From an optimization exercise on the open Yosys and OpenROAD flow, aimed at a short achievable clock period and few clock cycles; shortcuts taken in it are not production practice.

==> inputs of run H <==
## l2_top
module l2_top (
  input  logic        clk,
  input  logic        rst,
  input  logic [1:0]  req_valid,
  input  logic [1:0]  req_write,
  input  logic [23:0] req_addr,
  input  logic [63:0] req_wdata,
  output logic [1:0]  resp_valid,
  output logic [31:0] resp_rdata,
  output logic        resp_port,
  output logic        mem_read,
  output logic        mem_write,
  output logic [11:0] mem_addr,
  output logic [31:0] mem_wdata,
  input  logic        mem_resp,
  input  logic [31:0] mem_rdata
);
  l2_core l2_core_i (
    .clk        (clk),
    .rst        (rst),
    .req_valid  (req_valid),
    .req_write  (req_write),
    .req_addr   (req_addr),
    .req_wdata  (req_wdata),
    .resp_valid (resp_valid),
    .resp_rdata (resp_rdata),
    .resp_port  (resp_port),
    .mem_read   (mem_read),
    .mem_write  (mem_write),
    .mem_addr   (mem_addr),
    .mem_wdata  (mem_wdata),
    .mem_resp   (mem_resp),
    .mem_rdata  (mem_rdata)
  );
endmodule
export LEC_CHECK = 0
export ABC_CLOCK_PERIOD_IN_PS = 3000
export CAP_MARGIN = 20
export CORE_MARGIN = 2
export CORE_UTILIZATION = 35
export SETUP_SLACK_MARGIN = 2.0
export SLEW_MARGIN = 20
export TNS_END_PERCENT = 10
create_clock -name core_clock -period 5.0 [get_ports {clk}]
run.sh (not shown) runs the stock make flow with config.mk's settings and CLKGATE_MAP_FILE= SYNTH_SCRIPT=/design/flow/synth_recipe.tcl, a recipe that flattens the netlist after the stock synthesis.
==> run D (differences from run H) <==
--- a/flow/design.v
+++ b/flow/design.v
@@ -42,44 +42,47 @@
   input  logic [15:0]  vld1,
   input  logic [15:0]  dty0,
   input  logic [15:0]  dty1,
   input  logic [15:0]  lru,
   input  logic [127:0] tg0,
   input  logic [127:0] tg1,
-  input  logic [15:0]  sel,
-  input  logic [7:0]   tag,
+  input  logic [511:0] dat0,
+  input  logic [511:0] dat1,
+  input  logic [11:0]  addr,
   output logic         h0,
   output logic         h1,
   output logic         vw,
   output logic         vwb,
-  output logic [7:0]   vtag
+  output logic [7:0]   vtag,
+  output logic [31:0]  d0,
+  output logic [31:0]  d1
 );
+  logic [3:0]  idx;
+  logic [7:0]  tag;
   logic [15:0] eq0, eq1;
   logic        v0, v1, dd0, dd1, l;
   logic [7:0]  t0, t1;
+  assign idx = addr[3:0];
+  assign tag = addr[11:4];
   always_comb begin
     for (int s = 0; s < 16; s++) begin
       eq0[s] = vld0[s] && (tg0[8*s +: 8] == tag);
       eq1[s] = vld1[s] && (tg1[8*s +: 8] == tag);
     end
   end
-  always_comb begin
-    h0  = |(eq0 & sel);
-    h1  = |(eq1 & sel);
-    v0  = |(vld0 & sel);
-    v1  = |(vld1 & sel);
-    dd0 = |(dty0 & sel);
-    dd1 = |(dty1 & sel);
-    l   = |(lru & sel);
-    t0  = '0;
-    t1  = '0;
-    for (int s = 0; s < 16; s++) begin
-      t0 = t0 | (tg0[8*s +: 8] & {8{sel[s]}});
-      t1 = t1 | (tg1[8*s +: 8] & {8{sel[s]}});
-    end
-  end
+  assign h0   = eq0[idx];
+  assign h1   = eq1[idx];
+  assign v0   = vld0[idx];
+  assign v1   = vld1[idx];
+  assign dd0  = dty0[idx];
+  assign dd1  = dty1[idx];
+  assign l    = lru[idx];
+  assign t0   = tg0[8*idx +: 8];
+  assign t1   = tg1[8*idx +: 8];
+  assign d0   = dat0[32*idx +: 32];
+  assign d1   = dat1[32*idx +: 32];
   assign vw   = !v0 ? 1'b0 : (!v1 ? 1'b1 : l);
   assign vwb  = vw ? (v1 && dd1) : (v0 && dd0);
   assign vtag = vw ? t1 : t0;
 endmodule
 module l2_core (
   input  logic        clk,
@@ -107,13 +110,12 @@
   logic         pw_v, pw_way;
   logic [3:0]   pw_idx;
   logic [31:0]  pw_dat;
   logic [1:0]  o;          
   logic [1:0]  c;          
   logic [11:0] a  [2];
-  logic [15:0] aoh [2];    
   logic [1:0]  w;
   logic [31:0] d  [2];
   logic [1:0]  hw;         
   logic [1:0]  rdy;        
   logic [1:0]  wbp, rdp;   
   logic [7:0]  wbt [2];
@@ -129,29 +131,32 @@
   assign resp_valid = rv_q | (frd_q & {2{mem_resp}});
   assign resp_rdata = fsel_q ? mem_rdata : rd_q;
   assign resp_port  = rp_q;
   logic [1:0]  ih0, ih1, ivw, ivwb, sh0, sh1, svw, svwb;
   logic [7:0]  ivtag [2];
   logic [7:0]  svtag [2];
-  logic [31:0] rd0 [2];    
-  logic [31:0] rd1 [2];
+  logic [31:0] id0 [2];
+  logic [31:0] id1 [2];
+  logic [31:0] sd0 [2];
+  logic [31:0] sd1 [2];
   logic [31:0] fd0 [2];    
   logic [31:0] fd1 [2];
-  logic [15:0] roh [2];
   for (genvar g = 0; g < 2; g++) begin : g_lk
     l2_lookup lk_in (
       .vld0 (vld0), .vld1 (vld1), .dty0 (dty0), .dty1 (dty1), .lru (lru),
-      .tg0  (tg0),  .tg1  (tg1),
-      .sel  (16'b1 << req_addr[12*g +: 4]), .tag (req_addr[12*g+4 +: 8]),
-      .h0 (ih0[g]), .h1 (ih1[g]), .vw (ivw[g]), .vwb (ivwb[g]), .vtag (ivtag[g])
+      .tg0  (tg0),  .tg1  (tg1),  .dat0 (dat0), .dat1 (dat1),
+      .addr (req_addr[12*g +: 12]),
+      .h0 (ih0[g]), .h1 (ih1[g]), .vw (ivw[g]), .vwb (ivwb[g]), .vtag (ivtag[g]),
+      .d0 (id0[g]), .d1 (id1[g])
     );
     l2_lookup lk_slot (
       .vld0 (vld0), .vld1 (vld1), .dty0 (dty0), .dty1 (dty1), .lru (lru),
-      .tg0  (tg0),  .tg1  (tg1),
-      .sel  (aoh[g]), .tag (a[g][11:4]),
-      .h0 (sh0[g]), .h1 (sh1[g]), .vw (svw[g]), .vwb (svwb[g]), .vtag (svtag[g])
+      .tg0  (tg0),  .tg1  (tg1),  .dat0 (dat0), .dat1 (dat1),
+      .addr (a[g]),
+      .h0 (sh0[g]), .h1 (sh1[g]), .vw (svw[g]), .vwb (svwb[g]), .vtag (svtag[g]),
+      .d0 (sd0[g]), .d1 (sd1[g])
     );
   end
   logic [1:0]  arr, lw, unc;
   logic [11:0] la   [2];
   logic [31:0] ld   [2];
   logic [3:0]  lidx [2];
@@ -178,23 +183,16 @@
       lidx[p] = la[p][3:0];
       h0[p]   = arr[p] ? ih0[p]   : sh0[p];
       h1[p]   = arr[p] ? ih1[p]   : sh1[p];
       vw[p]   = arr[p] ? ivw[p]   : svw[p];
       vwb[p]  = arr[p] ? ivwb[p]  : svwb[p];
       vtag[p] = arr[p] ? ivtag[p] : svtag[p];
-      roh[p]  = arr[p] ? (16'b1 << req_addr[12*p +: 4]) : aoh[p];
-      rd0[p]  = '0;
-      rd1[p]  = '0;
-      for (int s = 0; s < 16; s++) begin
-        rd0[p] = rd0[p] | (dat0[32*s +: 32] & {32{roh[p][s]}});
-        rd1[p] = rd1[p] | (dat1[32*s +: 32] & {32{roh[p][s]}});
-      end
-      ld0[p]  = (pw_v && !pw_way && pw_idx == lidx[p]) ? pw_dat : rd0[p];
-      ld1[p]  = (pw_v &&  pw_way && pw_idx == lidx[p]) ? pw_dat : rd1[p];
-      fd0[p]  = ld0[p];
-      fd1[p]  = ld1[p];
+      ld0[p]  = (pw_v && !pw_way && pw_idx == lidx[p]) ? pw_dat : (arr[p] ? id0[p] : sd0[p]);
+      ld1[p]  = (pw_v &&  pw_way && pw_idx == lidx[p]) ? pw_dat : (arr[p] ? id1[p] : sd1[p]);
+      fd0[p]  = (pw_v && !pw_way && pw_idx == a[p][3:0]) ? pw_dat : sd0[p];
+      fd1[p]  = (pw_v &&  pw_way && pw_idx == a[p][3:0]) ? pw_dat : sd1[p];
       vdat[p] = vw[p] ? ld1[p] : ld0[p];
       hit[p]  = h0[p] || h1[p];
       way[p]  = hit[p] ? h1[p] : vw[p];
     end
   end
   assign free = !(mem_read || mem_write) || mem_resp;
@@ -363,13 +361,12 @@
     pu_way <= com[1] ? way[1] : way[0];
     pu_w   <= com[1] ? lw[1] : lw[0];
     pu_tag <= com[1] ? la[1][11:4] : la[0][11:4];
     for (int p = 0; p < 2; p++) begin
       if (arr[p]) begin
         a[p] <= req_addr[12*p +: 12];
-        aoh[p] <= 16'b1 << req_addr[12*p +: 4];
         w[p] <= req_write[p];
         d[p] <= req_wdata[32*p +: 32];
       end
       if (com[p]) begin
         hw[p]  <= way[p];
         wbt[p] <= vtag[p];
CORE_UTILIZATION = 40   (was 35)
SETUP_SLACK_MARGIN = 1.5   (was 2.0)
TNS_END_PERCENT = not set   (was 10)
==> metrics.md <==
| Metric | Value |
|---|---|
| Status | stopped before the end |
| Stage reached | global routing |
| Err | [ERROR GRT-0232] Routing congestion too high. Check the congestion heatmap in the GUI. |
| Final HPWL DP | 762000 um |
| Number of distinct library cells after synthesis | 90 |
| Post-synthesis simple-gate area fraction | 0.125 |
| Synth Area in Compound Gates | 0.219 |
| Synth cell count leaders | nand2_1, a21oi_1, mux2i_1 |
| Post-Synth XOR/XNOR Area | 0.0645 |
| Synth Area per Inst | 8.48 um^2 |
| Synth area leaders | dfxtp_1, mux4_2, mux2i_1 |
| Seq/Total Area, Yosys | 0.258 |
| Post-synth top area share | 0.179 |
| #FFs+latches synth | approximately 1700 |
That was run D.
==> metrics.md <==
| Metric | Value |
|---|---|
| Stage reached | global routing |
| #FFs+latches synth | 1715 |
| Placer Congestion | between 1 and 1.5 |
| Most crowded layer after global routing | met2 |
| Synth Area per Inst | ~8.3 um^2 |
| Post-synthesis instance total | between 15000 and 20000 |
| Synth Area in Compound Gates | 0.368 |
| Number of distinct library cells after synthesis | 101 |
| Synth cell count leaders | a22oi_1, dfxtp_1, clkbuf_1 |
| Post-synthesis simple-gate area fraction | 0.133 |
| Synth area leaders | dfxtp_1, a22oi_1, edfxtp_1 |
| Seq/Total Area, Yosys | 0.301 |
| Status | stopped before the end |
| Post-Synth XOR/XNOR Area | 0.0735 |
| Post-synth top area share | 0.211 |
| Err | [ERROR GRT-0116] Global routing finished with congestion. Check the congestion regions in the DRC Viewer. |
That was run H.
Function was not checked in any run of this note: the RTL went through the layout flow alone.
